What follows belongs to an exercise in optimizing a design on an open flow for small area, a short achievable clock period and few clock cycles; a production flow would make more cautious choices. The RTL was checked by simulation tests, not by an equivalence proof against the original design. Power figures rest on the tool's default switching activity, not on a simulated workload.

<file path="flow/config.mk">
export PLATFORM = sky130hd
export DESIGN_NAME = matrix_mac_top
export DESIGN_NICKNAME = matrix_mac_top
export VERILOG_FILES = /design/flow/design.v
export SDC_FILE = /design/flow/constraint.sdc
export NUM_CORES = 4
export LEC_CHECK = 0
export CAP_MARGIN = 20
export CORE_MARGIN = 2
export CORE_UTILIZATION = 40
export SETUP_SLACK_MARGIN = 2.0
export SLEW_MARGIN = 20
</file>
<file path="flow/constraint.sdc">
create_clock -name core_clock -period 8.0 [get_ports {dca_port_11}]
set_input_delay 1.6000 -clock core_clock [delete_from_list [all_inputs] [get_ports {dca_port_11}]]
set_output_delay 1.6000 -clock core_clock [all_outputs]
set_load 0.01 [all_outputs]
</file>
<file path="flow/design.v">
`timescale 1ns/1ns
package mac_pkg;
  typedef enum logic [1:0] {
    OP_ADD   = 2'd0,
    OP_SUB   = 2'd1,
    OP_EWMUL = 2'd2,
    OP_OUTER = 2'd3
  } op_e;
  localparam int STEP_W = 4;
endpackage
`timescale 1ns/1ns
module mac_inst_reg
#(
  parameter int MATRIX_DIM = 4
)
(
  input  logic                                 dca_port_11,
  input  logic                                 dca_port_17,
  input  logic                                 i_load,
  input  logic [1:0]                           i_opcode,
  input  logic                                 i_init_acc,
  input  logic [MATRIX_DIM-1:0]                i_row_mask,
  input  logic [MATRIX_DIM-1:0]                i_col_mask,
  output logic [1:0]                           o_inst_opcode,
  output logic                                 o_inst_init_acc,
  output logic [MATRIX_DIM*MATRIX_DIM-1:0]     o_inst_elem_en
);
  localparam int NUM_ELEM = MATRIX_DIM * MATRIX_DIM;
  logic [NUM_ELEM-1:0] elem_en_nxt;
  always_comb
  begin
    for (int r = 0; r < MATRIX_DIM; r++)
      for (int c = 0; c < MATRIX_DIM; c++)
        elem_en_nxt[r*MATRIX_DIM + c] = i_row_mask[r] & i_col_mask[c];
  end
  always_ff @(posedge dca_port_11 or negedge dca_port_17)
  begin
    if (!dca_port_17)
    begin
      o_inst_opcode   <= mac_pkg::OP_ADD;
      o_inst_init_acc <= 1'b0;
      o_inst_elem_en  <= '0;
    end
    else if (i_load)
    begin
      o_inst_opcode   <= i_opcode;
      o_inst_init_acc <= i_init_acc;
      o_inst_elem_en  <= elem_en_nxt;
    end
  end
endmodule
`timescale 1ns/1ns
module mac_seq
(
  input  logic                       dca_port_11,
  input  logic                       dca_port_17,
  input  logic                       i_start,
  input  logic                       i_clear,
  input  logic [1:0]                 i_opcode,
  input  logic [mac_pkg::STEP_W-1:0] i_steps,
  output logic                       o_run,
  output logic                       o_first,
  output logic                       o_done
);
  logic [mac_pkg::STEP_W-1:0] remain;
  logic [mac_pkg::STEP_W-1:0] remain_nxt;
  always_comb
  begin
    remain_nxt = i_steps - 1'b1;
    if ((i_opcode != mac_pkg::OP_OUTER) || (i_steps == '0))
      remain_nxt = '0;
  end
  always_ff @(posedge dca_port_11 or negedge dca_port_17)
  begin
    if (!dca_port_17)
    begin
      o_run   <= 1'b0;
      o_first <= 1'b0;
      o_done  <= 1'b0;
      remain  <= '0;
    end
    else if (!o_run)
    begin
      o_done <= 1'b0;
      if (i_start && !i_clear)
      begin
        o_run   <= 1'b1;
        o_first <= 1'b1;
        remain  <= remain_nxt;
      end
    end
    else
    begin
      o_first <= 1'b0;
      remain  <= remain - 1'b1;
      if (i_clear || (remain == '0))
        o_run <= 1'b0;
      o_done <= !i_clear && (remain == '0);
    end
  end
endmodule
`timescale 1ns/1ns
module mac_lane
#(
  parameter int ELEM_W = 16
)
(
  input  logic              dca_port_11,
  input  logic              dca_port_17,
  input  logic              i_outer,
  input  logic              i_g_outer,
  input  logic              i_g_ewmul,
  input  logic              i_g_addsub,
  input  logic              i_keep,
  input  logic              i_sub,
  input  logic              i_cin,
  input  logic [ELEM_W-1:0] i_l_rc,
  input  logic [ELEM_W-1:0] i_r_rc,
  input  logic [ELEM_W-1:0] i_l_r0,
  input  logic [ELEM_W-1:0] i_r_0c,
  output logic [ELEM_W-1:0] o_val
);
  logic [ELEM_W-2:0] bank_s;
  logic [ELEM_W-1:0] bank_k;
  logic              top_a;
  logic              top_b;
  logic              top_c;
  logic [ELEM_W-1:0] op_a;
  logic [ELEM_W-1:0] op_b;
  logic [ELEM_W-1:0] op_s;
  logic [ELEM_W-1:0] op_k;
  logic              op_t;
  logic [ELEM_W-2:0] row0;
  logic [ELEM_W-2:0] row1;
  logic [ELEM_W-2:0] nxt_s;
  logic [ELEM_W-1:0] nxt_k;
  logic              nxt_a;
  logic              nxt_b;
  logic              nxt_c;
  logic pp1;
  logic pp2;
  logic pp3;
  logic pp4;
  logic pp5;
  logic pp6;
  logic pp7;
  logic pp8;
  logic pp9;
  logic pp10;
  logic pp11;
  logic pp12;
  logic pp13;
  logic pp14;
  logic pp15;
  logic pp16;
  logic pp17;
  logic pp18;
  logic pp19;
  logic pp20;
  logic pp21;
  logic pp22;
  logic pp23;
  logic pp24;
  logic pp25;
  logic pp26;
  logic pp27;
  logic pp28;
  logic pp29;
  logic pp30;
  logic pp31;
  logic pp32;
  logic pp33;
  logic pp34;
  logic pp35;
  logic pp36;
  logic pp37;
  logic pp38;
  logic pp39;
  logic pp40;
  logic pp41;
  logic pp42;
  logic pp43;
  logic pp44;
  logic pp45;
  logic pp46;
  logic pp47;
  logic pp48;
  logic pp49;
  logic pp50;
  logic pp51;
  logic pp52;
  logic pp53;
  logic pp54;
  logic pp55;
  logic pp56;
  logic pp57;
  logic pp58;
  logic pp59;
  logic pp60;
  logic pp61;
  logic pp62;
  logic pp63;
  logic pp64;
  logic pp65;
  logic pp66;
  logic pp67;
  logic pp68;
  logic pp69;
  logic pp70;
  logic pp71;
  logic pp72;
  logic pp73;
  logic pp74;
  logic pp75;
  logic pp76;
  logic pp77;
  logic pp78;
  logic pp79;
  logic pp80;
  logic pp81;
  logic pp82;
  logic pp83;
  logic pp84;
  logic pp85;
  logic pp86;
  logic pp87;
  logic pp88;
  logic pp89;
  logic pp90;
  logic pp91;
  logic pp92;
  logic pp93;
  logic pp94;
  logic pp95;
  logic pp96;
  logic pp97;
  logic pp98;
  logic pp99;
  logic pp100;
  logic pp101;
  logic pp102;
  logic pp103;
  logic pp104;
  logic pp105;
  logic pp106;
  logic pp107;
  logic pp108;
  logic pp109;
  logic pp110;
  logic pp111;
  logic pp112;
  logic pp113;
  logic pp114;
  logic pp115;
  logic pp116;
  logic pp117;
  logic pp118;
  logic pp119;
  logic pp120;
  logic pp121;
  logic pp122;
  logic pp123;
  logic pp124;
  logic pp125;
  logic pp126;
  logic pp127;
  logic pp128;
  logic pp129;
  logic pp130;
  logic pp131;
  logic pp132;
  logic pp133;
  logic pp134;
  logic pp135;
  logic pp136;
  logic s137;
  logic c138;
  logic s139;
  logic c140;
  logic s141;
  logic c142;
  logic s143;
  logic c144;
  logic s145;
  logic c146;
  logic s147;
  logic c148;
  logic s149;
  logic c150;
  logic s151;
  logic c152;
  logic s153;
  logic c154;
  logic s155;
  logic c156;
  logic s157;
  logic c158;
  logic s159;
  logic c160;
  logic s161;
  logic c162;
  logic s163;
  logic c164;
  logic s165;
  logic c166;
  logic s167;
  logic c168;
  logic s169;
  logic c170;
  logic s171;
  logic c172;
  logic s173;
  logic c174;
  logic s175;
  logic c176;
  logic s177;
  logic c178;
  logic s179;
  logic c180;
  logic s181;
  logic c182;
  logic s183;
  logic c184;
  logic s185;
  logic c186;
  logic s187;
  logic c188;
  logic s189;
  logic c190;
  logic s191;
  logic c192;
  logic s193;
  logic c194;
  logic s195;
  logic c196;
  logic s197;
  logic c198;
  logic s199;
  logic c200;
  logic s201;
  logic c202;
  logic s203;
  logic c204;
  logic s205;
  logic c206;
  logic s207;
  logic c208;
  logic s209;
  logic c210;
  logic s211;
  logic c212;
  logic s213;
  logic c214;
  logic s215;
  logic c216;
  logic s217;
  logic c218;
  logic s219;
  logic c220;
  logic s221;
  logic c222;
  logic s223;
  logic c224;
  logic s225;
  logic c226;
  logic s227;
  logic c228;
  logic s229;
  logic c230;
  logic s231;
  logic c232;
  logic s233;
  logic c234;
  logic s235;
  logic c236;
  logic s237;
  logic c238;
  logic s239;
  logic c240;
  logic s241;
  logic c242;
  logic s243;
  logic c244;
  logic s245;
  logic c246;
  logic s247;
  logic c248;
  logic s249;
  logic c250;
  logic s251;
  logic c252;
  logic s253;
  logic c254;
  logic s255;
  logic c256;
  logic s257;
  logic c258;
  logic s259;
  logic c260;
  logic s261;
  logic c262;
  logic s263;
  logic c264;
  logic s265;
  logic c266;
  logic s267;
  logic c268;
  logic s269;
  logic c270;
  logic s271;
  logic c272;
  logic s273;
  logic c274;
  logic s275;
  logic c276;
  logic s277;
  logic c278;
  logic s279;
  logic c280;
  logic s281;
  logic c282;
  logic s283;
  logic c284;
  logic s285;
  logic c286;
  logic s287;
  logic c288;
  logic s289;
  logic c290;
  logic s291;
  logic c292;
  logic s293;
  logic c294;
  logic s295;
  logic c296;
  logic s297;
  logic c298;
  logic s299;
  logic c300;
  logic s301;
  logic c302;
  logic s303;
  logic c304;
  logic s305;
  logic c306;
  logic s307;
  logic c308;
  logic s309;
  logic c310;
  logic s311;
  logic c312;
  logic s313;
  logic c314;
  logic s315;
  logic c316;
  logic s317;
  logic c318;
  logic s319;
  logic c320;
  logic s321;
  logic c322;
  logic s323;
  logic c324;
  logic s325;
  logic c326;
  logic s327;
  logic c328;
  logic s329;
  logic c330;
  logic s331;
  logic c332;
  logic s333;
  logic c334;
  logic s335;
  logic c336;
  logic s337;
  logic c338;
  logic s339;
  logic c340;
  logic s341;
  logic c342;
  logic s343;
  logic c344;
  logic s345;
  logic c346;
  logic s347;
  logic c348;
  assign op_a = i_outer ? i_l_r0 : i_l_rc;
  assign op_b = (i_r_0c & {ELEM_W{i_g_outer}}) | (i_r_rc & {ELEM_W{i_g_ewmul}}) |
                {{(ELEM_W-1){1'b0}}, i_g_addsub};
  assign op_s = ({top_a, bank_s} & {ELEM_W{i_keep}}) |
                ((i_r_rc ^ {ELEM_W{i_sub}}) & {ELEM_W{i_g_addsub}});
  assign op_k = bank_k & {ELEM_W{i_keep}};
  assign op_t = (top_b ^ top_c) & i_keep;
  assign pp1 = op_a[0] & op_b[0];
  assign pp2 = op_a[1] & op_b[0];
  assign pp3 = op_a[2] & op_b[0];
  assign pp4 = op_a[3] & op_b[0];
  assign pp5 = op_a[4] & op_b[0];
  assign pp6 = op_a[5] & op_b[0];
  assign pp7 = op_a[6] & op_b[0];
  assign pp8 = op_a[7] & op_b[0];
  assign pp9 = op_a[8] & op_b[0];
  assign pp10 = op_a[9] & op_b[0];
  assign pp11 = op_a[10] & op_b[0];
  assign pp12 = op_a[11] & op_b[0];
  assign pp13 = op_a[12] & op_b[0];
  assign pp14 = op_a[13] & op_b[0];
  assign pp15 = op_a[14] & op_b[0];
  assign pp16 = op_a[15] & op_b[0];
  assign pp17 = op_a[0] & op_b[1];
  assign pp18 = op_a[1] & op_b[1];
  assign pp19 = op_a[2] & op_b[1];
  assign pp20 = op_a[3] & op_b[1];
  assign pp21 = op_a[4] & op_b[1];
  assign pp22 = op_a[5] & op_b[1];
  assign pp23 = op_a[6] & op_b[1];
  assign pp24 = op_a[7] & op_b[1];
  assign pp25 = op_a[8] & op_b[1];
  assign pp26 = op_a[9] & op_b[1];
  assign pp27 = op_a[10] & op_b[1];
  assign pp28 = op_a[11] & op_b[1];
  assign pp29 = op_a[12] & op_b[1];
  assign pp30 = op_a[13] & op_b[1];
  assign pp31 = op_a[14] & op_b[1];
  assign pp32 = op_a[0] & op_b[2];
  assign pp33 = op_a[1] & op_b[2];
  assign pp34 = op_a[2] & op_b[2];
  assign pp35 = op_a[3] & op_b[2];
  assign pp36 = op_a[4] & op_b[2];
  assign pp37 = op_a[5] & op_b[2];
  assign pp38 = op_a[6] & op_b[2];
  assign pp39 = op_a[7] & op_b[2];
  assign pp40 = op_a[8] & op_b[2];
  assign pp41 = op_a[9] & op_b[2];
  assign pp42 = op_a[10] & op_b[2];
  assign pp43 = op_a[11] & op_b[2];
  assign pp44 = op_a[12] & op_b[2];
  assign pp45 = op_a[13] & op_b[2];
  assign pp46 = op_a[0] & op_b[3];
  assign pp47 = op_a[1] & op_b[3];
  assign pp48 = op_a[2] & op_b[3];
  assign pp49 = op_a[3] & op_b[3];
  assign pp50 = op_a[4] & op_b[3];
  assign pp51 = op_a[5] & op_b[3];
  assign pp52 = op_a[6] & op_b[3];
  assign pp53 = op_a[7] & op_b[3];
  assign pp54 = op_a[8] & op_b[3];
  assign pp55 = op_a[9] & op_b[3];
  assign pp56 = op_a[10] & op_b[3];
  assign pp57 = op_a[11] & op_b[3];
  assign pp58 = op_a[12] & op_b[3];
  assign pp59 = op_a[0] & op_b[4];
  assign pp60 = op_a[1] & op_b[4];
  assign pp61 = op_a[2] & op_b[4];
  assign pp62 = op_a[3] & op_b[4];
  assign pp63 = op_a[4] & op_b[4];
  assign pp64 = op_a[5] & op_b[4];
  assign pp65 = op_a[6] & op_b[4];
  assign pp66 = op_a[7] & op_b[4];
  assign pp67 = op_a[8] & op_b[4];
  assign pp68 = op_a[9] & op_b[4];
  assign pp69 = op_a[10] & op_b[4];
  assign pp70 = op_a[11] & op_b[4];
  assign pp71 = op_a[0] & op_b[5];
  assign pp72 = op_a[1] & op_b[5];
  assign pp73 = op_a[2] & op_b[5];
  assign pp74 = op_a[3] & op_b[5];
  assign pp75 = op_a[4] & op_b[5];
  assign pp76 = op_a[5] & op_b[5];
  assign pp77 = op_a[6] & op_b[5];
  assign pp78 = op_a[7] & op_b[5];
  assign pp79 = op_a[8] & op_b[5];
  assign pp80 = op_a[9] & op_b[5];
  assign pp81 = op_a[10] & op_b[5];
  assign pp82 = op_a[0] & op_b[6];
  assign pp83 = op_a[1] & op_b[6];
  assign pp84 = op_a[2] & op_b[6];
  assign pp85 = op_a[3] & op_b[6];
  assign pp86 = op_a[4] & op_b[6];
  assign pp87 = op_a[5] & op_b[6];
  assign pp88 = op_a[6] & op_b[6];
  assign pp89 = op_a[7] & op_b[6];
  assign pp90 = op_a[8] & op_b[6];
  assign pp91 = op_a[9] & op_b[6];
  assign pp92 = op_a[0] & op_b[7];
  assign pp93 = op_a[1] & op_b[7];
  assign pp94 = op_a[2] & op_b[7];
  assign pp95 = op_a[3] & op_b[7];
  assign pp96 = op_a[4] & op_b[7];
  assign pp97 = op_a[5] & op_b[7];
  assign pp98 = op_a[6] & op_b[7];
  assign pp99 = op_a[7] & op_b[7];
  assign pp100 = op_a[8] & op_b[7];
  assign pp101 = op_a[0] & op_b[8];
  assign pp102 = op_a[1] & op_b[8];
  assign pp103 = op_a[2] & op_b[8];
  assign pp104 = op_a[3] & op_b[8];
  assign pp105 = op_a[4] & op_b[8];
  assign pp106 = op_a[5] & op_b[8];
  assign pp107 = op_a[6] & op_b[8];
  assign pp108 = op_a[7] & op_b[8];
  assign pp109 = op_a[0] & op_b[9];
  assign pp110 = op_a[1] & op_b[9];
  assign pp111 = op_a[2] & op_b[9];
  assign pp112 = op_a[3] & op_b[9];
  assign pp113 = op_a[4] & op_b[9];
  assign pp114 = op_a[5] & op_b[9];
  assign pp115 = op_a[6] & op_b[9];
  assign pp116 = op_a[0] & op_b[10];
  assign pp117 = op_a[1] & op_b[10];
  assign pp118 = op_a[2] & op_b[10];
  assign pp119 = op_a[3] & op_b[10];
  assign pp120 = op_a[4] & op_b[10];
  assign pp121 = op_a[5] & op_b[10];
  assign pp122 = op_a[0] & op_b[11];
  assign pp123 = op_a[1] & op_b[11];
  assign pp124 = op_a[2] & op_b[11];
  assign pp125 = op_a[3] & op_b[11];
  assign pp126 = op_a[4] & op_b[11];
  assign pp127 = op_a[0] & op_b[12];
  assign pp128 = op_a[1] & op_b[12];
  assign pp129 = op_a[2] & op_b[12];
  assign pp130 = op_a[3] & op_b[12];
  assign pp131 = op_a[0] & op_b[13];
  assign pp132 = op_a[1] & op_b[13];
  assign pp133 = op_a[2] & op_b[13];
  assign pp134 = op_a[0] & op_b[14];
  assign pp135 = op_a[1] & op_b[14];
  assign pp136 = op_a[0] & op_b[15];
  assign s137 = i_cin ^ op_s[0] ^ pp1;
  assign c138 = (i_cin & op_s[0]) | (i_cin & pp1) | (op_s[0] & pp1);
  assign s139 = op_s[1] ^ pp2 ^ pp17;
  assign c140 = (op_s[1] & pp2) | (op_s[1] & pp17) | (pp2 & pp17);
  assign s141 = op_s[2] ^ pp3 ^ pp18;
  assign c142 = (op_s[2] & pp3) | (op_s[2] & pp18) | (pp3 & pp18);
  assign s143 = pp32 ^ c140 ^ s141;
  assign c144 = (pp32 & c140) | (pp32 & s141) | (c140 & s141);
  assign s145 = op_s[3] ^ pp4 ^ pp19;
  assign c146 = (op_s[3] & pp4) | (op_s[3] & pp19) | (pp4 & pp19);
  assign s147 = pp33 ^ pp46 ^ c142;
  assign c148 = (pp33 & pp46) | (pp33 & c142) | (pp46 & c142);
  assign s149 = s145 ^ c144 ^ s147;
  assign c150 = (s145 & c144) | (s145 & s147) | (c144 & s147);
  assign s151 = op_s[4] ^ pp5 ^ pp20;
  assign c152 = (op_s[4] & pp5) | (op_s[4] & pp20) | (pp5 & pp20);
  assign s153 = pp34 ^ pp47 ^ pp59;
  assign c154 = (pp34 & pp47) | (pp34 & pp59) | (pp47 & pp59);
  assign s155 = c146 ^ s151 ^ s153;
  assign c156 = (c146 & s151) | (c146 & s153) | (s151 & s153);
  assign s157 = c148 ^ s155 ^ c150;
  assign c158 = (c148 & s155) | (c148 & c150) | (s155 & c150);
  assign s159 = op_s[5] ^ pp6 ^ pp21;
  assign c160 = (op_s[5] & pp6) | (op_s[5] & pp21) | (pp6 & pp21);
  assign s161 = pp35 ^ pp48 ^ pp60;
  assign c162 = (pp35 & pp48) | (pp35 & pp60) | (pp48 & pp60);
  assign s163 = pp71 ^ c152 ^ c154;
  assign c164 = (pp71 & c152) | (pp71 & c154) | (c152 & c154);
  assign s165 = s159 ^ s161 ^ c156;
  assign c166 = (s159 & s161) | (s159 & c156) | (s161 & c156);
  assign s167 = s163 ^ s165 ^ c158;
  assign c168 = (s163 & s165) | (s163 & c158) | (s165 & c158);
  assign s169 = op_s[6] ^ pp7 ^ pp22;
  assign c170 = (op_s[6] & pp7) | (op_s[6] & pp22) | (pp7 & pp22);
  assign s171 = pp36 ^ pp49 ^ pp61;
  assign c172 = (pp36 & pp49) | (pp36 & pp61) | (pp49 & pp61);
  assign s173 = pp72 ^ pp82 ^ c160;
  assign c174 = (pp72 & pp82) | (pp72 & c160) | (pp82 & c160);
  assign s175 = c162 ^ s169 ^ s171;
  assign c176 = (c162 & s169) | (c162 & s171) | (s169 & s171);
  assign s177 = c164 ^ s173 ^ s175;
  assign c178 = (c164 & s173) | (c164 & s175) | (s173 & s175);
  assign s179 = c166 ^ s177 ^ c168;
  assign c180 = (c166 & s177) | (c166 & c168) | (s177 & c168);
  assign s181 = op_s[7] ^ pp8 ^ pp23;
  assign c182 = (op_s[7] & pp8) | (op_s[7] & pp23) | (pp8 & pp23);
  assign s183 = pp37 ^ pp50 ^ pp62;
  assign c184 = (pp37 & pp50) | (pp37 & pp62) | (pp50 & pp62);
  assign s185 = pp73 ^ pp83 ^ pp92;
  assign c186 = (pp73 & pp83) | (pp73 & pp92) | (pp83 & pp92);
  assign s187 = c170 ^ c172 ^ s181;
  assign c188 = (c170 & c172) | (c170 & s181) | (c172 & s181);
  assign s189 = s183 ^ s185 ^ c174;
  assign c190 = (s183 & s185) | (s183 & c174) | (s185 & c174);
  assign s191 = c176 ^ s187 ^ s189;
  assign c192 = (c176 & s187) | (c176 & s189) | (s187 & s189);
  assign s193 = c178 ^ s191 ^ c180;
  assign c194 = (c178 & s191) | (c178 & c180) | (s191 & c180);
  assign s195 = op_s[8] ^ op_k[8] ^ pp9;
  assign c196 = (op_s[8] & op_k[8]) | (op_s[8] & pp9) | (op_k[8] & pp9);
  assign s197 = pp24 ^ pp38 ^ pp51;
  assign c198 = (pp24 & pp38) | (pp24 & pp51) | (pp38 & pp51);
  assign s199 = pp63 ^ pp74 ^ pp84;
  assign c200 = (pp63 & pp74) | (pp63 & pp84) | (pp74 & pp84);
  assign s201 = pp93 ^ pp101 ^ c182;
  assign c202 = (pp93 & pp101) | (pp93 & c182) | (pp101 & c182);
  assign s203 = c184 ^ c186 ^ s195;
  assign c204 = (c184 & c186) | (c184 & s195) | (c186 & s195);
  assign s205 = s197 ^ s199 ^ c188;
  assign c206 = (s197 & s199) | (s197 & c188) | (s199 & c188);
  assign s207 = s201 ^ s203 ^ c190;
  assign c208 = (s201 & s203) | (s201 & c190) | (s203 & c190);
  assign s209 = s205 ^ c192 ^ s207;
  assign c210 = (s205 & c192) | (s205 & s207) | (c192 & s207);
  assign s211 = op_s[9] ^ pp10 ^ pp25;
  assign c212 = (op_s[9] & pp10) | (op_s[9] & pp25) | (pp10 & pp25);
  assign s213 = pp39 ^ pp52 ^ pp64;
  assign c214 = (pp39 & pp52) | (pp39 & pp64) | (pp52 & pp64);
  assign s215 = pp75 ^ pp85 ^ pp94;
  assign c216 = (pp75 & pp85) | (pp75 & pp94) | (pp85 & pp94);
  assign s217 = pp102 ^ pp109 ^ c196;
  assign c218 = (pp102 & pp109) | (pp102 & c196) | (pp109 & c196);
  assign s219 = c198 ^ c200 ^ s211;
  assign c220 = (c198 & c200) | (c198 & s211) | (c200 & s211);
  assign s221 = s213 ^ s215 ^ c202;
  assign c222 = (s213 & s215) | (s213 & c202) | (s215 & c202);
  assign s223 = c204 ^ s217 ^ s219;
  assign c224 = (c204 & s217) | (c204 & s219) | (s217 & s219);
  assign s225 = c206 ^ s221 ^ s223;
  assign c226 = (c206 & s221) | (c206 & s223) | (s221 & s223);
  assign s227 = c208 ^ s225 ^ c210;
  assign c228 = (c208 & s225) | (c208 & c210) | (s225 & c210);
  assign s229 = op_s[10] ^ pp11 ^ pp26;
  assign c230 = (op_s[10] & pp11) | (op_s[10] & pp26) | (pp11 & pp26);
  assign s231 = pp40 ^ pp53 ^ pp65;
  assign c232 = (pp40 & pp53) | (pp40 & pp65) | (pp53 & pp65);
  assign s233 = pp76 ^ pp86 ^ pp95;
  assign c234 = (pp76 & pp86) | (pp76 & pp95) | (pp86 & pp95);
  assign s235 = pp103 ^ pp110 ^ pp116;
  assign c236 = (pp103 & pp110) | (pp103 & pp116) | (pp110 & pp116);
  assign s237 = c212 ^ c214 ^ c216;
  assign c238 = (c212 & c214) | (c212 & c216) | (c214 & c216);
  assign s239 = s229 ^ s231 ^ s233;
  assign c240 = (s229 & s231) | (s229 & s233) | (s231 & s233);
  assign s241 = s235 ^ c218 ^ c220;
  assign c242 = (s235 & c218) | (s235 & c220) | (c218 & c220);
  assign s243 = s237 ^ s239 ^ c222;
  assign c244 = (s237 & s239) | (s237 & c222) | (s239 & c222);
  assign s245 = c224 ^ s241 ^ s243;
  assign c246 = (c224 & s241) | (c224 & s243) | (s241 & s243);
  assign s247 = c226 ^ s245 ^ c228;
  assign c248 = (c226 & s245) | (c226 & c228) | (s245 & c228);
  assign s249 = op_s[11] ^ op_k[11] ^ pp12;
  assign c250 = (op_s[11] & op_k[11]) | (op_s[11] & pp12) | (op_k[11] & pp12);
  assign s251 = pp27 ^ pp41 ^ pp54;
  assign c252 = (pp27 & pp41) | (pp27 & pp54) | (pp41 & pp54);
  assign s253 = pp66 ^ pp77 ^ pp87;
  assign c254 = (pp66 & pp77) | (pp66 & pp87) | (pp77 & pp87);
  assign s255 = pp96 ^ pp104 ^ pp111;
  assign c256 = (pp96 & pp104) | (pp96 & pp111) | (pp104 & pp111);
  assign s257 = pp117 ^ pp122 ^ c230;
  assign c258 = (pp117 & pp122) | (pp117 & c230) | (pp122 & c230);
  assign s259 = c232 ^ c234 ^ c236;
  assign c260 = (c232 & c234) | (c232 & c236) | (c234 & c236);
  assign s261 = s249 ^ s251 ^ s253;
  assign c262 = (s249 & s251) | (s249 & s253) | (s251 & s253);
  assign s263 = s255 ^ c238 ^ c240;
  assign c264 = (s255 & c238) | (s255 & c240) | (c238 & c240);
  assign s265 = s257 ^ s259 ^ s261;
  assign c266 = (s257 & s259) | (s257 & s261) | (s259 & s261);
  assign s267 = c242 ^ s263 ^ s265;
  assign c268 = (c242 & s263) | (c242 & s265) | (s263 & s265);
  assign s269 = c244 ^ s267 ^ c246;
  assign c270 = (c244 & s267) | (c244 & c246) | (s267 & c246);
  assign s271 = op_s[12] ^ pp13 ^ pp28;
  assign c272 = (op_s[12] & pp13) | (op_s[12] & pp28) | (pp13 & pp28);
  assign s273 = pp42 ^ pp55 ^ pp67;
  assign c274 = (pp42 & pp55) | (pp42 & pp67) | (pp55 & pp67);
  assign s275 = pp78 ^ pp88 ^ pp97;
  assign c276 = (pp78 & pp88) | (pp78 & pp97) | (pp88 & pp97);
  assign s277 = pp105 ^ pp112 ^ pp118;
  assign c278 = (pp105 & pp112) | (pp105 & pp118) | (pp112 & pp118);
  assign s279 = pp123 ^ pp127 ^ c250;
  assign c280 = (pp123 & pp127) | (pp123 & c250) | (pp127 & c250);
  assign s281 = c252 ^ c254 ^ c256;
  assign c282 = (c252 & c254) | (c252 & c256) | (c254 & c256);
  assign s283 = s271 ^ s273 ^ s275;
  assign c284 = (s271 & s273) | (s271 & s275) | (s273 & s275);
  assign s285 = s277 ^ c258 ^ c260;
  assign c286 = (s277 & c258) | (s277 & c260) | (c258 & c260);
  assign s287 = c262 ^ s279 ^ s281;
  assign c288 = (c262 & s279) | (c262 & s281) | (s279 & s281);
  assign s289 = s283 ^ c264 ^ s285;
  assign c290 = (s283 & c264) | (s283 & s285) | (c264 & s285);
  assign s291 = c266 ^ s287 ^ s289;
  assign c292 = (c266 & s287) | (c266 & s289) | (s287 & s289);
  assign s293 = c268 ^ s291 ^ c270;
  assign c294 = (c268 & s291) | (c268 & c270) | (s291 & c270);
  assign s295 = op_s[13] ^ op_k[13] ^ pp14;
  assign c296 = (op_s[13] & op_k[13]) | (op_s[13] & pp14) | (op_k[13] & pp14);
  assign s297 = pp29 ^ pp43 ^ pp56;
  assign c298 = (pp29 & pp43) | (pp29 & pp56) | (pp43 & pp56);
  assign s299 = pp68 ^ pp79 ^ pp89;
  assign c300 = (pp68 & pp79) | (pp68 & pp89) | (pp79 & pp89);
  assign s301 = pp98 ^ pp106 ^ pp113;
  assign c302 = (pp98 & pp106) | (pp98 & pp113) | (pp106 & pp113);
  assign s303 = pp119 ^ pp124 ^ pp128;
  assign c304 = (pp119 & pp124) | (pp119 & pp128) | (pp124 & pp128);
  assign s305 = pp131 ^ c272 ^ c274;
  assign c306 = (pp131 & c272) | (pp131 & c274) | (c272 & c274);
  assign s307 = c276 ^ c278 ^ s295;
  assign c308 = (c276 & c278) | (c276 & s295) | (c278 & s295);
  assign s309 = s297 ^ s299 ^ s301;
  assign c310 = (s297 & s299) | (s297 & s301) | (s299 & s301);
  assign s311 = s303 ^ c280 ^ c282;
  assign c312 = (s303 & c280) | (s303 & c282) | (c280 & c282);
  assign s313 = c284 ^ s305 ^ s307;
  assign c314 = (c284 & s305) | (c284 & s307) | (s305 & s307);
  assign s315 = s309 ^ c286 ^ c288;
  assign c316 = (s309 & c286) | (s309 & c288) | (c286 & c288);
  assign s317 = s311 ^ s313 ^ c290;
  assign c318 = (s311 & s313) | (s311 & c290) | (s313 & c290);
  assign s319 = s315 ^ c292 ^ s317;
  assign c320 = (s315 & c292) | (s315 & s317) | (c292 & s317);
  assign s321 = op_s[14] ^ pp15 ^ pp30;
  assign c322 = (op_s[14] & pp15) | (op_s[14] & pp30) | (pp15 & pp30);
  assign s323 = pp44 ^ pp57 ^ pp69;
  assign c324 = (pp44 & pp57) | (pp44 & pp69) | (pp57 & pp69);
  assign s325 = pp80 ^ pp90 ^ pp99;
  assign c326 = (pp80 & pp90) | (pp80 & pp99) | (pp90 & pp99);
  assign s327 = pp107 ^ pp114 ^ pp120;
  assign c328 = (pp107 & pp114) | (pp107 & pp120) | (pp114 & pp120);
  assign s329 = pp125 ^ pp129 ^ pp132;
  assign c330 = (pp125 & pp129) | (pp125 & pp132) | (pp129 & pp132);
  assign s331 = pp134 ^ c296 ^ c298;
  assign c332 = (pp134 & c296) | (pp134 & c298) | (c296 & c298);
  assign s333 = c300 ^ c302 ^ c304;
  assign c334 = (c300 & c302) | (c300 & c304) | (c302 & c304);
  assign s335 = s321 ^ s323 ^ s325;
  assign c336 = (s321 & s323) | (s321 & s325) | (s323 & s325);
  assign s337 = s327 ^ s329 ^ c306;
  assign c338 = (s327 & s329) | (s327 & c306) | (s329 & c306);
  assign s339 = c308 ^ c310 ^ s331;
  assign c340 = (c308 & c310) | (c308 & s331) | (c310 & s331);
  assign s341 = s333 ^ s335 ^ c312;
  assign c342 = (s333 & s335) | (s333 & c312) | (s335 & c312);
  assign s343 = s337 ^ c314 ^ s339;
  assign c344 = (s337 & c314) | (s337 & s339) | (c314 & s339);
  assign s345 = c316 ^ s341 ^ s343;
  assign c346 = (c316 & s341) | (c316 & s343) | (s341 & s343);
  assign s347 = c318 ^ s345 ^ c320;
  assign c348 = (c318 & s345) | (c318 & c320) | (s345 & c320);
  logic c_top;
  assign row0 = {s347, s319, s293, s269, s247, s227, s209, s193, s179, s167, s157, s149, s143, c138, s137};
  assign row1 = {1'b0, c294, 1'b0, c248, 1'b0, 1'b0, c194, 1'b0, 1'b0, 1'b0, 1'b0, 1'b0, 1'b0, s139, 1'b0};
  assign {nxt_k[8], nxt_s[7:0]} = row0[7:0] + row1[7:0];
  assign {nxt_k[11], nxt_s[10:8]} = row0[10:8] + row1[10:8];
  assign {nxt_k[13], nxt_s[12:11]} = row0[12:11] + row1[12:11];
  assign {c_top, nxt_s[14:13]} = row0[14:13] + row1[14:13];
  assign nxt_k[0] = 1'b0;
  assign nxt_k[1] = 1'b0;
  assign nxt_k[2] = 1'b0;
  assign nxt_k[3] = 1'b0;
  assign nxt_k[4] = 1'b0;
  assign nxt_k[5] = 1'b0;
  assign nxt_k[6] = 1'b0;
  assign nxt_k[7] = 1'b0;
  assign nxt_k[9] = 1'b0;
  assign nxt_k[10] = 1'b0;
  assign nxt_k[12] = 1'b0;
  assign nxt_k[14] = 1'b0;
  assign nxt_k[15] = 1'b0;
  assign nxt_a = pp16 ^ pp31 ^ pp45 ^ pp58 ^ pp70 ^ pp81 ^ pp91 ^ pp100 ^ pp108 ^ pp115 ^ pp121 ^ pp126 ^ pp130 ^ pp133 ^ pp135 ^ pp136 ^ op_s[15] ^ op_t;
  assign nxt_b = c322 ^ c324 ^ c326 ^ c328 ^ c330 ^ c332 ^ c334 ^ c336 ^ c338 ^ c340 ^ c342 ^ c344;
  assign nxt_c = c346 ^ c348 ^ c_top;
  always_ff @(posedge dca_port_11 or negedge dca_port_17)
  begin
    if (!dca_port_17)
    begin
      bank_s <= '0;
      bank_k <= '0;
      top_a  <= 1'b0;
      top_b  <= 1'b0;
      top_c  <= 1'b0;
    end
    else
    begin
      bank_s <= nxt_s;
      bank_k <= nxt_k;
      top_a  <= nxt_a;
      top_b  <= nxt_b;
      top_c  <= nxt_c;
    end
  end
  logic oc8;
  logic oc9;
  logic oc10;
  logic oc11;
  logic oc12;
  logic oc13;
  logic oc14;
  assign o_val[0] = bank_s[0];
  assign o_val[1] = bank_s[1];
  assign o_val[2] = bank_s[2];
  assign o_val[3] = bank_s[3];
  assign o_val[4] = bank_s[4];
  assign o_val[5] = bank_s[5];
  assign o_val[6] = bank_s[6];
  assign o_val[7] = bank_s[7];
  assign o_val[8] = bank_s[8] ^ bank_k[8];
  assign oc8 = bank_s[8] & bank_k[8];
  assign o_val[9] = bank_s[9] ^ oc8;
  assign oc9 = bank_s[9] & oc8;
  assign o_val[10] = bank_s[10] ^ oc9;
  assign oc10 = bank_s[10] & oc9;
  assign o_val[11] = bank_s[11] ^ bank_k[11] ^ oc10;
  assign oc11 = (bank_s[11] & bank_k[11]) | (bank_s[11] & oc10) | (bank_k[11] & oc10);
  assign o_val[12] = bank_s[12] ^ oc11;
  assign oc12 = bank_s[12] & oc11;
  assign o_val[13] = bank_s[13] ^ bank_k[13] ^ oc12;
  assign oc13 = (bank_s[13] & bank_k[13]) | (bank_s[13] & oc12) | (bank_k[13] & oc12);
  assign o_val[14] = bank_s[14] ^ oc13;
  assign oc14 = bank_s[14] & oc13;
  assign o_val[15] = top_a ^ top_b ^ top_c ^ oc14;
endmodule
`timescale 1ns/1ns
module mac_datapath
#(
  parameter int MATRIX_DIM = 4,
  parameter int ELEM_W     = 16
)
(
  input  logic                                    dca_port_11,
  input  logic                                    dca_port_17,
  input  logic                                    i_run,
  input  logic [MATRIX_DIM*MATRIX_DIM-1:0]        i_elem_en,
  input  logic [1:0]                              i_op,
  input  logic                                    i_acc,
  input  logic [MATRIX_DIM*MATRIX_DIM*ELEM_W-1:0] i_lhs,
  input  logic [MATRIX_DIM*MATRIX_DIM*ELEM_W-1:0] i_rhs,
  output logic [MATRIX_DIM*MATRIX_DIM*ELEM_W-1:0] o_result
);
  logic outer;
  logic ewmul;
  logic addsub;
  logic sub;
  assign outer  = (i_op == mac_pkg::OP_OUTER);
  assign ewmul  = (i_op == mac_pkg::OP_EWMUL);
  assign addsub = (i_op == mac_pkg::OP_ADD) || (i_op == mac_pkg::OP_SUB);
  assign sub    = (i_op == mac_pkg::OP_SUB);
  for (genvar r = 0; r < MATRIX_DIM; r++)
  begin : g_row
    for (genvar c = 0; c < MATRIX_DIM; c++)
    begin : g_col
      localparam int IDX = r*MATRIX_DIM + c;
      logic we;
      assign we = i_run & i_elem_en[IDX];
      mac_lane #(.ELEM_W(ELEM_W)) mac_lane_i
      (
        .dca_port_11 (dca_port_11),
        .dca_port_17 (dca_port_17),
        .i_outer     (outer),
        .i_g_outer   (we & outer),
        .i_g_ewmul   (we & ewmul),
        .i_g_addsub  (we & addsub),
        .i_keep      (!we || (outer && i_acc)),
        .i_sub       (sub),
        .i_cin       (we & sub),
        .i_l_rc      (i_lhs[IDX*ELEM_W +: ELEM_W]),
        .i_r_rc      (i_rhs[IDX*ELEM_W +: ELEM_W]),
        .i_l_r0      (i_lhs[(r*MATRIX_DIM)*ELEM_W +: ELEM_W]),
        .i_r_0c      (i_rhs[c*ELEM_W +: ELEM_W]),
        .o_val       (o_result[IDX*ELEM_W +: ELEM_W])
      );
    end
  end
endmodule
`timescale 1ns/1ns
`timescale 1ns/1ns
module matrix_mac_top
#(
  parameter int MATRIX_DIM = 4,
  parameter int ELEM_W     = 16
)
(
  input  logic                                    dca_port_11,
  input  logic                                    dca_port_17,
  input  logic                                    i_start,
  input  logic                                    i_clear,
  input  logic [1:0]                              i_opcode,
  input  logic                                    i_init_acc,
  input  logic [MATRIX_DIM-1:0]                   i_row_mask,
  input  logic [MATRIX_DIM-1:0]                   i_col_mask,
  input  logic [mac_pkg::STEP_W-1:0]              i_steps,
  input  logic [MATRIX_DIM*MATRIX_DIM*ELEM_W-1:0] i_lhs,
  input  logic [MATRIX_DIM*MATRIX_DIM*ELEM_W-1:0] i_rhs,
  output logic                                    o_busy,
  output logic                                    o_step_req,
  output logic                                    o_done,
  output logic [MATRIX_DIM*MATRIX_DIM*ELEM_W-1:0] o_result
);
  logic                             run;
  logic                             first;
  logic [1:0]                       inst_opcode;
  logic                             inst_init_acc;
  logic [MATRIX_DIM*MATRIX_DIM-1:0] inst_elem_en;
  mac_seq mac_seq_i
  (
    .dca_port_11 (dca_port_11),
    .dca_port_17 (dca_port_17),
    .i_start     (i_start),
    .i_clear     (i_clear),
    .i_opcode    (i_opcode),
    .i_steps     (i_steps),
    .o_run       (run),
    .o_first     (first),
    .o_done      (o_done)
  );
  mac_inst_reg #(.MATRIX_DIM(MATRIX_DIM)) mac_inst_reg_i
  (
    .dca_port_11     (dca_port_11),
    .dca_port_17     (dca_port_17),
    .i_load          (!run),
    .i_opcode        (i_opcode),
    .i_init_acc      (i_init_acc),
    .i_row_mask      (i_row_mask),
    .i_col_mask      (i_col_mask),
    .o_inst_opcode   (inst_opcode),
    .o_inst_init_acc (inst_init_acc),
    .o_inst_elem_en  (inst_elem_en)
  );
  mac_datapath #(.MATRIX_DIM(MATRIX_DIM), .ELEM_W(ELEM_W)) mac_datapath_i
  (
    .dca_port_11 (dca_port_11),
    .dca_port_17 (dca_port_17),
    .i_run       (run),
    .i_elem_en   (inst_elem_en),
    .i_op        (inst_opcode),
    .i_acc       (!(first && inst_init_acc)),
    .i_lhs       (i_lhs),
    .i_rhs       (i_rhs),
    .o_result    (o_result)
  );
  assign o_busy     = run;
  assign o_step_req = run;
endmodule
</file>
<file path="flow/flow/run.sh">
#!/bin/bash
# Layout flow: the standard flow (standard.sh) with two changes.
#  1. The port buffers are buf_2 cells instead of the clkdlybuf4s50_1 delay
#     cells that buffer_ports picks by default; every port still gets one.
#  2. After the standard synthesis (run unchanged), fa_polarity.py re-chooses
#     the polarity of each full-adder cell (a full adder is self-dual) so that
#     fewer inverters sit between them. Registers and all other cells are kept.
#     simeq.py compares the netlists by random simulation of every register
#     input and output; if they differ, the standard netlist is used as is.
set -euo pipefail
export BUFFER_PORTS_ARGS="-buffer_cell sky130_fd_sc_hd__buf_2"
R=orfs/results/${FLOW_PLATFORM}/matrix_mac_top/base
LIB=${FLOW_HOME}/platforms/${FLOW_PLATFORM}/lib/sky130_fd_sc_hd__tt_025C_1v80.lib

bash standard.sh synth > standard_synth.log 2>&1
cp "$R/1_2_yosys.v" "$R/1_2_yosys_standard.v"
if python3 flow/fa_polarity.py "$R/1_2_yosys_standard.v" polarity.v > fa_polarity.log 2>&1 &&
   python3 flow/simeq.py "$LIB" "$R/1_2_yosys_standard.v" polarity.v > simeq.log 2>&1; then
  cp polarity.v "$R/1_2_yosys.v"
  rm -f "$R/1_synth.odb" "$R/1_synth.sdc"
else
  echo "polarity step not used" >> fa_polarity.log
fi
bash standard.sh > standard_flow.log 2>&1
</file>
<file path="flow/flow/fa_polarity.py">
#!/usr/bin/env python3
"""Re-choose the polarity of full-adder cells in a mapped netlist.

A full adder is self-dual: FA(~a, ~b, ~c) = (~sum, ~cout). Synthesis leaves
many inverters between full adders; this script picks, for each fa_* cell,
whether it computes the true or the inverted values so that as few inverters
as possible are needed, then rebuilds the inverters between cells. Inverters
that drive a port or a net named in an assign are kept. Registers and all
other cells are left as they are.
usage: fa_polarity.py IN.v OUT.v
"""
import math
import random
import re
import sys
from collections import defaultdict

OUT_PINS = {"X", "Y", "Q", "Q_N", "SUM", "COUT", "HI", "LO"}
src = open(sys.argv[1]).read()

m = re.search(r"\bmodule\s+(\S+)\s*\((.*?)\);", src, re.S)
inst_re = re.compile(r"^\s*(sky130_fd_sc_hd__\w+)\s+(\S+)\s*\((.*?)\);\s*$", re.S | re.M)
pin_re = re.compile(r"\.(\w+)\(\s*(.*?)\s*\)\s*(?:,|$)", re.S)

insts = []
for im in inst_re.finditer(src):
    typ, name, body = im.group(1), im.group(2), im.group(3)
    pins = {}
    for p, n in pin_re.findall(body):
        pins[p] = n.strip()
    insts.append([typ, name, pins, im.start(), im.end()])

ports = set()
for d in re.finditer(r"^\s*(input|output|inout)\s+(?:\[[^\]]*\]\s*)?(.*?);", src, re.M):
    for n in d.group(2).split(","):
        ports.add(n.strip())
assign_nets = set()
for a in re.finditer(r"^\s*assign\s+(.*?)\s*=\s*(.*?);", src, re.M):
    for side in a.groups():
        for tok in re.findall(r"\\\S+|[A-Za-z_][\w$]*(?:\s*\[\d+\])?", side):
            assign_nets.add(tok.strip())


def base_name(n):
    # a bit of a port vector: "name [3]" or "name[3]" -> name
    return re.sub(r"\s*\[\d+\]$", "", n)


def is_inv(t):
    return re.match(r"sky130_fd_sc_hd__(clk)?inv_\d+$", t) is not None


def is_fa(t):
    return re.match(r"sky130_fd_sc_hd__fa_\d+$", t) is not None


driver = {}
for i, (t, n, pins, _, _) in enumerate(insts):
    for p, net in pins.items():
        if p in OUT_PINS:
            driver[net] = (i, p)

fixed = set()
for i, (t, n, pins, _, _) in enumerate(insts):
    if is_inv(t):
        y = pins["Y"]
        if y in assign_nets or base_name(y) in ports or y in ports:
            fixed.add(i)


def source(net, depth=0):
    """(base net, polarity) of a net, looking through removable inverters."""
    d = driver.get(net)
    if d is None or depth > 20:
        return net, 0
    i, p = d
    if is_inv(insts[i][0]) and i not in fixed:
        b, pol = source(insts[i][2]["A"], depth + 1)
        return b, pol ^ 1
    return net, 0


# consumers: (inst, pin, base, pol)
cons = []
for i, (t, n, pins, _, _) in enumerate(insts):
    if is_inv(t) and i not in fixed:
        continue
    for p, net in pins.items():
        if p in OUT_PINS:
            continue
        b, pol = source(net)
        cons.append((i, p, b, pol))

def pinned(net):
    return net in assign_nets or net in ports or base_name(net) in ports


# a full adder that drives a port or an assigned net keeps its polarity
fa_ids = [i for i, x in enumerate(insts) if is_fa(x[0])
          and not any(pinned(x[2].get(p, "")) for p in ("SUM", "COUT"))]
flip = defaultdict(int)
by_base = defaultdict(list)
for k, (i, p, b, pol) in enumerate(cons):
    by_base[b].append(k)
fa_inputs = defaultdict(list)
for k, (i, p, b, pol) in enumerate(cons):
    if is_fa(insts[i][0]):
        fa_inputs[i].append(k)


def avail(b):
    d = driver.get(b)
    if d and is_fa(insts[d[0]][0]):
        return flip[d[0]]
    return 0


def req(k):
    i, p, b, pol = cons[k]
    return pol ^ (flip[i] if is_fa(insts[i][0]) else 0)


def cost_base(b):
    a = avail(b)
    return int(any(req(k) != a for k in by_base[b]))


def local_cost(f):
    bases = {cons[k][2] for k in fa_inputs[f]}
    for p in ("SUM", "COUT"):
        if p in insts[f][2]:
            bases.add(insts[f][2][p])
    return sum(cost_base(b) for b in bases)


before = sum(cost_base(b) for b in by_base)
rng = random.Random(1)
cur = before
best = (cur, dict(flip))
# simulated annealing over the flips, then keep the best state seen
steps = 400 * max(1, len(fa_ids))
temp0, temp1 = 1.5, 0.05
for it in range(steps):
    temp = temp0 * (temp1 / temp0) ** (it / steps)
    f = fa_ids[rng.randrange(len(fa_ids))] if fa_ids else None
    if f is None:
        break
    c0 = local_cost(f)
    flip[f] ^= 1
    c1 = local_cost(f)
    d = c1 - c0
    if d <= 0 or rng.random() < math.exp(-d / temp):
        cur += d
        if cur < best[0]:
            best = (cur, dict(flip))
    else:
        flip[f] ^= 1
flip = defaultdict(int, best[1])
after = sum(cost_base(b) for b in by_base)
n_old = sum(1 for i, x in enumerate(insts) if is_inv(x[0]) and i not in fixed)
sys.stderr.write(f"fa_polarity: {len(fa_ids)} full adders, {sum(flip.values())} flipped; "
                 f"inverters {n_old} -> {after} (estimate before {before})\n")

# rebuild
new_inv = {}
out_lines = []
cnt = 0


def inv_of(b):
    global cnt
    if b not in new_inv:
        cnt += 1
        new_inv[b] = (f"_fapol_{cnt}_", f"_fapol_{cnt}_y")
    return new_inv[b][1]


rewired = defaultdict(dict)
for k, (i, p, b, pol) in enumerate(cons):
    r = req(k)
    a = avail(b)
    if b.startswith("1'b") and r != a:
        rewired[i][p] = "1'b1" if b == "1'b0" else "1'b0"
    else:
        rewired[i][p] = b if r == a else inv_of(b)

def esc(v):
    # an escaped identifier ends at white space
    return v + " " if v.startswith("\\") else v


pieces = []
last = 0
wires = []
for i, (t, n, pins, s0, s1) in enumerate(insts):
    pieces.append(src[last:s0])
    last = s1
    if is_inv(t) and i not in fixed:
        continue
    newpins = dict(pins)
    newpins.update(rewired.get(i, {}))
    body = ",\n".join(f"    .{p}({esc(v)})" for p, v in newpins.items())
    pieces.append(f"  {t} {n} (\n{body}\n  );")
pieces.append(src[last:])
text = "".join(pieces)
decl = "".join(f"  wire {y};\n" for (_, y) in new_inv.values())
cells = "".join(f"  sky130_fd_sc_hd__inv_1 {n} (\n    .A({esc(b)}),\n    .Y({y})\n  );\n"
                for b, (n, y) in new_inv.items())
endpos = text.rindex("endmodule")
text = text[:endpos] + cells + text[endpos:]
# declarations right after the module header
hdr_end = text.index(";", text.index("module")) + 1
text = text[:hdr_end] + "\n" + decl + text[hdr_end:]
open(sys.argv[2], "w").write(text)
sys.stderr.write(f"fa_polarity: wrote {len(new_inv)} inverters\n")
</file>
<file path="flow/flow/simeq.py">
#!/usr/bin/env python3
"""Random-simulation comparison of two mapped netlists with the same registers
and ports: every register input and every output must match for random values
of the inputs and register outputs. usage: simeq.py LIB A.v B.v"""
import re, sys, random

lib = open(sys.argv[1]).read()
funcs = {}
seq = set()
for m in re.finditer(r'cell\s*\(\s*"?(sky130_fd_sc_hd__\w+)"?\s*\)\s*\{', lib):
    name = m.group(1)
    start = m.end()
    depth = 1
    i = start
    while depth:
        c = lib[i]
        if c == '{': depth += 1
        elif c == '}': depth -= 1
        i += 1
    body = lib[start:i]
    if re.search(r'\b(ff|latch)\s*\(', body):
        seq.add(name)
    fs = {}
    for pm in re.finditer(r'pin\s*\(\s*"?(\w+)"?\s*\)\s*\{([^{}]*)', body):
        f = re.search(r'function\s*:\s*"([^"]*)"', pm.group(2))
        if f:
            fs[pm.group(1)] = f.group(1)
    funcs[name] = fs

def pyexpr(f):
    f = f.replace('!', ' ~').replace('*', '&').replace('+', '|')
    f = re.sub(r'(\w)\s+(?=[\w(~])', r'\1 & ', f)
    f = re.sub(r'\)\s+(?=[\w(~])', r') & ', f)
    return f

inst_re = re.compile(r"^\s*(sky130_fd_sc_hd__\w+)\s+(\S+)\s*\((.*?)\);\s*$", re.S | re.M)
pin_re = re.compile(r"\.(\w+)\(\s*(.*?)\s*\)\s*(?:,|$)", re.S)

def load(path):
    src = open(path).read()
    insts = []
    for im in inst_re.finditer(src):
        pins = {p: n.strip() for p, n in pin_re.findall(im.group(3))}
        insts.append((im.group(1), im.group(2), pins))
    assigns = []
    for a in re.finditer(r"^\s*assign\s+(.*?)\s*=\s*(.*?)\s*;", src, re.M):
        assigns.append((a.group(1).strip(), a.group(2).strip()))
    outs = []
    for d in re.finditer(r"^\s*output\s+(?:\[(\d+):(\d+)\]\s*)?(\S+?)\s*;", src, re.M):
        if d.group(1):
            for b in range(int(d.group(2)), int(d.group(1)) + 1):
                outs.append(f"{d.group(3)}[{b}]")
        else:
            outs.append(d.group(3))
    return insts, assigns, outs

def norm(n):
    n = n.strip()
    if n.startswith('\\'):
        n = n[1:]
    return re.sub(r'\s+\[', '[', n)

def simulate(path, rnd_vals, W):
    insts, assigns, outs = load(path)
    val = {"1'b0": 0, "1'b1": (1 << W) - 1}
    drv = {}
    regs = {}
    for t, n, pins in insts:
        if t in seq:
            regs[n] = pins
            for p in ('Q', 'Q_N'):
                if p in pins:
                    key = 'Q:' + n
                    if key not in rnd_vals:
                        rnd_vals[key] = random.getrandbits(W)
                    q = rnd_vals[key]
                    val[norm(pins[p])] = q if p == 'Q' else ~q & ((1 << W) - 1)
            continue
        for p, f in funcs[t].items():
            if p in pins:
                drv[norm(pins[p])] = (t, pins, p)
    alias = {norm(l): norm(r) for l, r in assigns}
    mask = (1 << W) - 1
    sys.setrecursionlimit(100000)
    def get(n):
        n = norm(n)
        if n in val:
            return val[n]
        if n in drv:
            t, pins, p = drv[n]
            env = {}
            for q in re.findall(r'[A-Za-z_]\w*', funcs[t][p]):
                env[q] = get(pins[q])
            v = eval(pyexpr(funcs[t][p]), {}, env) & mask
        elif n in alias:
            v = get(alias[n])
        else:
            key = 'I:' + n
            if key not in rnd_vals:
                rnd_vals[key] = random.getrandbits(W)
            v = rnd_vals[key]
        val[n] = v
        return v
    res = {}
    for n, pins in regs.items():
        for p in ('D', 'RESET_B', 'SET_B', 'DE'):
            if p in pins:
                res[f'{n}.{p}'] = get(pins[p])
    for o in outs:
        res['O:' + o] = get(o)
    return res

random.seed(1)
rv = {}
W = 256
a = simulate(sys.argv[2], rv, W)
b = simulate(sys.argv[3], rv, W)
bad = [k for k in a if a[k] != b.get(k)]
missing = [k for k in a if k not in b] + [k for k in b if k not in a]
print(f"compared {len(a)} points; {len(bad)} differ; {len(missing)} unmatched")
for k in bad[:10]:
    print(" differ:", k)
sys.exit(1 if bad or missing else 0)
</file>
<file path="flow/standard.sh">
#!/bin/bash
# synth_recipe.tcl (not shown) runs the flow's synth.tcl, then flattens the netlist and writes it again
# the make line also repeats each setting of config.mk as NAME=value (left out here)
make -C /OpenROAD-flow-scripts/flow DESIGN_CONFIG=/design/flow/config.mk WORK_HOME=/design/flow/orfs CLKGATE_MAP_FILE= SYNTH_SCRIPT=/design/flow/synth_recipe.tcl "${@:-finish}"
</file>
==> Implementation_results.wiki, run 1 <==
{| class="wikitable"
! Metric !! Value
|-
| Capturing element type of the critical path || flip-flop
|-
| Final cycle utilization of the critical path || 74.6%
|-
| Buffers on Ports || 789
|-
| Req. time, crit path || 8620 ps
|-
| Detailed placer's ending HPWL || 297,000 um
|-
| Effective utilization at floorplan || 40.3%
|-
| Routability cong. || 1.03
|-
| Hold Slack || 530 ps
|-
| Clock tree sinks || 362
|-
| First-pass GRT wire length || 508,000 um
|-
| Total power of the final layout || 17.4 mW
|-
| H-tree depth reported by CTS || 2
|-
| Number of primary I/O pins || 790
|-
| Path type of the worst min-delay path || reg -> reg
|-
| Relative slew margins || 30.5%
|-
| Total power density per cell area || 196 nW/um^2
|-
| Clock slew at the register clock pins of the worst setup and hold paths || 60 ps
|-
| Total CTS buffers || 57
|-
| Clk root buf || sky130_fd_sc_hd__clkbuf_16
|-
| TNS Setup || 0 ps
|-
| Syn nets || 10,700
|-
| Via-to-Cell Ratio || 5.56
|-
| Pre-CTS setup slack || 896 ps
|-
| Die footprint || 201,000 sq um
|-
| Number of setup violations in the final report || 0
|-
| Clock latency reported for the late side of the worst-skew pair || 740 ps
|-
| Number of violations of the max-capacitance limit || 0
|-
| Least-Margin Pin Slew || 1040 ps
|-
| Syn Area/Cell || 9.63 sq um
|-
| Summed instance area of the synthesized netlist || 78,800 sq um
|-
| Reg area || 9070 sq um
|-
| Number of cell rows || 162
|-
| Worst IR drop on VDD || 0.193 mV
|-
| Count of nets left with antenna violations after detail routing || 0
|-
| Detailed-route wire length || 360,000 um
|-
| Via count of the first global-routing pass || 68,700
|-
| Overall Global Routing Usage || 36.1%
|-
| Clock Skew || 45.4 ps
|-
| Status || complete, no violations
|-
| Number of cells produced by synthesis || 8,184
|-
| Time the final worst path needs with I/O delays and setup || 5970 ps
|-
| Setup ws final || 2030 ps
|-
| Count of vias placed by the detailed router || 64,100
|-
| Number of antenna violations at the first check in global routing || 97
|-
| Count of pins over their slew limit || 0
|-
| Number of iterations in the first detailed-routing pass || 9
|-
| RSZ-0062 raised after global routing || true
|-
| Number of endpoints with negative hold slack in the final report || 0
|-
| Number of design rule violations left after detail routing || 0
|-
| Layout overhead on the synthesized area || 12.6%
|-
| Overflow left after global routing || 0
|-
| Number of warnings printed during yosys synthesis || 3
|-
| Largest net degree at the start of global routing || 104
|-
| WL per Instance || 31.2 um
|-
| CP Launch Type || flip-flop
|-
| Crit path DAT || 6590 ps
|-
| Iter 0 DRT Violations || 6,041
|-
| F_max || 0.168 GHz
|-
| Clock tree from TritonCTS || done
|-
| Proportion of layout cells with a drive suffix above 1 || 17.6%
|-
| # fillers || 19,200
|-
| Reported leakage power || 43.9 nW
|-
| Largest fanout of any net on the critical path || 18
|-
| Die outline width || 448 um
|-
| Std-Cell Core Area || 195,000 sq um
|-
| Area occupied by multi-input gates || 64,900 sq um
|-
| Critical path class || reg -> reg
|-
| Vertical die dimension || 448 um
|-
| Number of buffers on the longest clock path || 3
|-
| Final-stage net count || 11,300
|}
==> power by group <==
part	internal, mW	total [mW]	switching, mW
Clock	1.63	2.78	1.16
Combinational	4.35	11.2	6.84
Sequential	2.60	3.40	0.790
==> cell type report <==
| cell class | count | area share (%) |
|---|---|---|
| multi-input cells | 6546 | 73.2 |
| flip-flops and latches | 362 | 10.2 |
| repair buffers | 1057 | 7.20 |
| well taps | 2624 | 3.70 |
| inverters | 779 | 3.29 |
| clock buffers | 70 | 1.77 |
| clock inverters | 36 | 0.481 |
| diodes | 64 | 0.180 |
==> cells in the final DEF, fill, tap and decap left out, types with 64 or more instances in the layout <==
cell type / count
sky130_fd_sc_hd__xnor2_1: 561
sky130_fd_sc_hd__a21o_1: 69
sky130_fd_sc_hd__and3_1: 106
sky130_fd_sc_hd__diode_2: 64
sky130_fd_sc_hd__fa_1: 1728
sky130_fd_sc_hd__o21ai_0: 164
sky130_fd_sc_hd__or2_2: 111
sky130_fd_sc_hd__buf_4: 232
sky130_fd_sc_hd__buf_2: 785
sky130_fd_sc_hd__dfrtp_1: 359
sky130_fd_sc_hd__nor2_1: 1082
sky130_fd_sc_hd__xor2_1: 268
sky130_fd_sc_hd__nand2_1: 666
sky130_fd_sc_hd__nand2b_1: 221
sky130_fd_sc_hd__a21oi_1: 136
sky130_fd_sc_hd__a21oi_2: 75
sky130_fd_sc_hd__nor2b_1: 138
sky130_fd_sc_hd__nand3_1: 165
sky130_fd_sc_hd__and2_1: 269
sky130_fd_sc_hd__inv_1: 779
sky130_fd_sc_hd__ha_1: 210
sky130_fd_sc_hd__a22oi_1: 122
==> stage by stage <==
stage / util [%] / cells / cell area (sq um)
final: 45.4 / 11500 / 88800
after detailed placement: 43.6 / 11300 / 85200
after global placement: 43.6 / 11300 / 85200
after floorplan: - / 8184 / 78800
after CTS: 44.9 / 11400 / 87700
after global routing: 45.4 / 11500 / 88700
==> timing repair <==
| item | 4_1_cts | 5_1_grt |
|---|---|---|
| resized for setup | 87 | 212 |
| pin swaps | 1 | 9 |
| setup buffers | 21 | 19 |
| cloned | 1 | 6 |
| setup endpoints to repair | 166 | 58 |
| hold buffers | 0 | 0 |
==> worst max-delay path: stages (launching register included) <==
cell and delay, ps:
sky130_fd_sc_hd__dfrtp_4 580, sky130_fd_sc_hd__buf_8 230, sky130_fd_sc_hd__buf_4 260, sky130_fd_sc_hd__and3_1 660
sky130_fd_sc_hd__a21oi_1 320, sky130_fd_sc_hd__nand2b_1 260, sky130_fd_sc_hd__fa_1 520, sky130_fd_sc_hd__inv_1 70
sky130_fd_sc_hd__fa_1 470, sky130_fd_sc_hd__fa_1 460, sky130_fd_sc_hd__fa_1 540, sky130_fd_sc_hd__fa_1 430
sky130_fd_sc_hd__fa_1 480, sky130_fd_sc_hd__ha_1 230, sky130_fd_sc_hd__xnor2_1 170, sky130_fd_sc_hd__xnor2_1 130
==> worst paths after layout <==
| path | from | end | slack [ps] | depth (start not counted) |
|---|---|---|---|---|
| setup reg to reg | mac_inst_reg_i.o_inst_opcode[1] | mac_datapath_i.g_row[2].g_col[1].mac_lane_i.top_c | 2030 | 15 |
| max in group asynchronous | dca_port_17 | async pin | 5790 | 2 |
| setup / recovery | mac_inst_reg_i.o_inst_opcode[1] | mac_datapath_i.g_row[2].g_col[1].mac_lane_i.top_c | 2030 | 15 |
| hold reg to reg | mac_seq_i.remain[1] | mac_seq_i.remain[1] | 530 | 2 |
| hold / removal | mac_seq_i.remain[1] | mac_seq_i.remain[1] | 530 | 2 |
| min in group asynchronous | dca_port_17 | mac_datapath_i.g_row[3].g_col[0].mac_lane_i.top_b | 870 | 1 |
==> layer usage <==
| metal | wire (um) | track usage (%) |
|---|---|---|
| met3 | 29500 | 6.05 |
| met5 | 95 | 0 |
| met4 | 33400 | 28.4 |
| met1 | 135000 | 45.6 |
| met2 | 162000 | 55.0 |
==> flip-flops by register name, summed over array words and instances (netlist names) <==
signal and cells:
mac_seq_i.o_first 1, mac_seq_i.o_done 1, mac_datapath_i.g_row.g_col.mac_lane_i.top_c 16, mac_datapath_i.g_row.g_col.mac_lane_i.top_b 16
mac_seq_i.remain 4, mac_datapath_i.g_row.g_col.mac_lane_i.bank_s 240, mac_inst_reg_i.o_inst_init_acc 1, mac_datapath_i.g_row.g_col.mac_lane_i.bank_k 48
mac_inst_reg_i.o_inst_opcode 2, mac_datapath_i.g_row.g_col.mac_lane_i.top_a 16, mac_inst_reg_i.o_inst_elem_en 16, mac_seq_i.o_run 1
Testbench counts, summed over its fixed seeds: cycles 7,501.
==> inputs of run 2 (changes only) <==
--- a/flow/config.mk
+++ b/flow/config.mk
@@ -5,8 +5,8 @@
 export SDC_FILE = /design/flow/constraint.sdc
 export NUM_CORES = 4
 export LEC_CHECK = 0
-export CAP_MARGIN = 20
+export CAP_MARGIN = 10
 export CORE_MARGIN = 2
 export CORE_UTILIZATION = 40
 export SETUP_SLACK_MARGIN = 2.0
-export SLEW_MARGIN = 20
+export SLEW_MARGIN = 10
==> Implementation_results.wiki, run 2 <==
{| class="wikitable"
! Metric !! Value
|-
| Number of cell rows || 162 (unchanged)
|-
| Largest net degree at the start of global routing || 104 (unchanged)
|-
| Buffers on Ports || 789 (unchanged)
|-
| Total CTS buffers || 56 (-1.8%)
|-
| Final cycle utilization of the critical path || 75.0% (+0.40 points)
|-
| Vertical die dimension || 448 um (unchanged)
|-
| Number of buffers on the longest clock path || 3 (unchanged)
|-
| Layout overhead on the synthesized area || 13.3%
|-
| Syn Area/Cell || 9.63 sq um (unchanged)
|-
| Max stage delay cell, worst path || sky130_fd_sc_hd__dfrtp_4
|-
| Crit path DAT || 6610 ps (+20 ps)
|-
| Post-route cell area || 89,300 sq um (+0.59%)
|-
| Detailed-route wire length || 363,000 um (+0.91%)
|-
| TNS Setup || 0 ps (unchanged)
|-
| Number of cells produced by synthesis || 8,184 (unchanged)
|-
| Highest-count cells in the layout ignoring fill and taps || sky130_fd_sc_hd__fa_1, sky130_fd_sc_hd__nor2_1, sky130_fd_sc_hd__buf_2
|-
| Effective utilization at floorplan || 40.3% (unchanged)
|-
| CP Launch Type || flip-flop
|-
| Via count of the first global-routing pass || 68,700 (unchanged)
|-
| Final-stage net count || 11,300 (+0.30%)
|-
| Post-detailed-placement cell area || 85,200 sq um (about the same)
|-
| Clock Skew || 28.2 ps (-17.2 ps)
|-
| Number of buffers inserted for hold repair after clock tree synthesis || 0 (unchanged)
|-
| Clock tree sinks || 362 (unchanged)
|-
| Path type of the worst min-delay path || reg -> reg
|-
| Capturing element type of the critical path || flip-flop
|-
| F_max || 0.167 GHz (-0.54%)
|-
| Largest fanout of any net on the critical path || 17 (-1)
|-
| Number of buffer and inverter stages on the critical path || 5 (+2)
|-
| Number of primary I/O pins || 790 (unchanged)
|-
| Clock latency reported for the late side of the worst-skew pair || 730 ps (about the same)
|-
| Worst IR drop on VDD || 0.178 mV (-7.8%)
|-
| Number of endpoints with negative hold slack in the final report || 0 (unchanged)
|-
| Number of iterations in the first detailed-routing pass || 6 (-3)
|-
| Setup ws final || 2000 ps (-32.4 ps)
|-
| Critical path class || reg -> reg
|-
| Number of design rule violations left after detail routing || 0 (unchanged)
|-
| Clk root buf || sky130_fd_sc_hd__clkbuf_16
|-
| Status || complete, no violations
|-
| First-pass GRT wire length || 509,000 um (+0.24%)
|-
| Iter 0 DRT Violations || 6,334 (+4.9%)
|-
| Die footprint || 201,000 sq um (unchanged)
|-
| Overflow left after global routing || 0 (unchanged)
|-
| Via-to-Cell Ratio || 5.57 (+0.17%)
|-
| Relative slew margins || 28.9% (-1.6 points)
|-
| Time the final worst path needs with I/O delays and setup || 6000 ps (+32.4 ps)
|-
| Number of antenna violations at the first check in global routing || 98 (+1.0%)
|-
| Req. time, crit path || 8610 ps (about the same)
|-
| Clock tree from TritonCTS || done
|-
| Overall Global Routing Usage || 36.2% (+0.093 points)
|-
| Reported leakage power || 44.1 nW (+0.54%)
|-
| Top delay family on crit path || adder cells
|-
| H-tree depth reported by CTS || 2 (unchanged)
|-
| Count of nets left with antenna violations after detail routing || 0 (unchanged)
|-
| Largest register by flop count || mac_datapath_i.g_row.g_col.mac_lane_i.bank_s
|-
| Count of pins over their slew limit || 0 (unchanged)
|-
| Summed instance area of the synthesized netlist || 78,800 sq um (unchanged)
|-
| Leading cell type in the layout, fill and taps excluded || sky130_fd_sc_hd__fa_1
|-
| WL per Instance || 31.4 um (+0.64%)
|-
| Largest registers || mac_datapath_i.g_row.g_col.mac_lane_i.bank_s (240), mac_datapath_i.g_row.g_col.mac_lane_i.bank_k (48)
|-
| Routability cong. || 1.03 (unchanged)
|-
| Die outline width || 448 um (unchanged)
|-
| Count of vias placed by the detailed router || 64,400 (+0.44%)
|-
| Final core utilization || 45.7% (+0.27 points)
|-
| Clock slew at the register clock pins of the worst setup and hold paths || 70 ps (about the same)
|-
| Number of violations of the max-capacitance limit || 0 (unchanged)
|-
| Least-Margin Pin Slew || 1070 ps (+27.0 ps)
|-
| # fillers || 19,200 (-0.36%)
|-
| Proportion of layout cells with a drive suffix above 1 || 18.0% (+0.38 points)
|-
| RSZ-0062 raised after global routing || true
|-
| Total power density per cell area || 196 nW/um^2 (about the same)
|-
| Number of warnings printed during yosys synthesis || 3 (unchanged)
|-
| Std-Cell Core Area || 195,000 sq um (unchanged)
|-
| Slowest cell delay on critical path || 600 ps (-60 ps)
|-
| Dominant cell type by count on the critical path || sky130_fd_sc_hd__fa_1
|-
| Syn nets || 10,700 (unchanged)
|-
| Pre-CTS setup slack || 881 ps (-15.3 ps)
|-
| Detailed placer's ending HPWL || 297,000 um (about the same)
|-
| Flip-flop count of the largest register after layout || 240 (unchanged)
|-
| Cell breakdown of the critical path || buf_12, buf_12, nor2b_4, buf_4, nand2_1, o21ai_0, fa_1, inv_1, fa_1, fa_1, inv_1, fa_1, fa_1, fa_1, fa_1, ha_1, ha_1
|-
| Number of setup violations in the final report || 0 (unchanged)
|}
[run 2: final timing paths]
check                                                      from                                                end  slack, ps  cells past startpoint
worst max-delay path            mac_inst_reg_i.o_inst_opcode[1]                                          flip-flop       2000                     17
min in group asynchronous                           dca_port_17  mac_datapath_i.g_row[3].g_col[0].mac_lane_i.top_b        880                      1
max in group asynchronous                           dca_port_17                                          async pin       5770                      2
worst max register to register  mac_inst_reg_i.o_inst_opcode[1]                                          flip-flop       2000                     17
worst min register to register              mac_seq_i.remain[1]                                mac_seq_i.remain[1]        520                      2
worst min-delay path                        mac_seq_i.remain[1]                                mac_seq_i.remain[1]        520                      2
[run 2: report_power, final]
part / switching, mW / internal [mW] / total, mW
Clock: 1.16 / 1.65 / 2.81
Combinational: 6.89 / 4.39 / 11.3
Sequential: 0.783 / 2.60 / 3.39
[run 2: area by class of cell]
class	count	area, sq um	area share (%)
flip-flops and latches	362	9070	10.2
diodes	63	158	0.177
well taps	2624	3280	3.68
clock buffers	68	1570	1.76
clock inverters	34	419	0.469
repair buffers	1090	6780	7.59
multi-input cells	6548	65100	72.9
inverters	779	2920	3.28
[run 2: tightest hold or removal path, stage by stage, from the launching register on]
cell,delay [ps]
sky130_fd_sc_hd__dfrtp_1,360
sky130_fd_sc_hd__a21oi_1,70
sky130_fd_sc_hd__o21ai_0,60
[run 2: routing by layer]
layer  vias up  wire length [um]  global-route usage, %
met2      3422            164000                   55.6
met4        22             33700                   27.6
li1      26500                 -                      -
met5         -               137                      0
met3       892             29600                   6.14
met1     33600            136000                   45.6
[run 2: repair_timing]
action                                  CTS  global route
setup buffers                            25            44
resized for setup                       110           218
endpoints found under the setup margin  165            52
cloned                                    3            10
pin swaps                                 2            12
[run 2: stage by stage]
step	total power, mW	cells	hold WS [ps]
floorplan	10.3	8184	467
global placement	14.2	11300	517
detailed placement	14.3	11300	515
CTS	17.3	11500	528
global route	18.7	11600	586
finish	17.5	11600	523
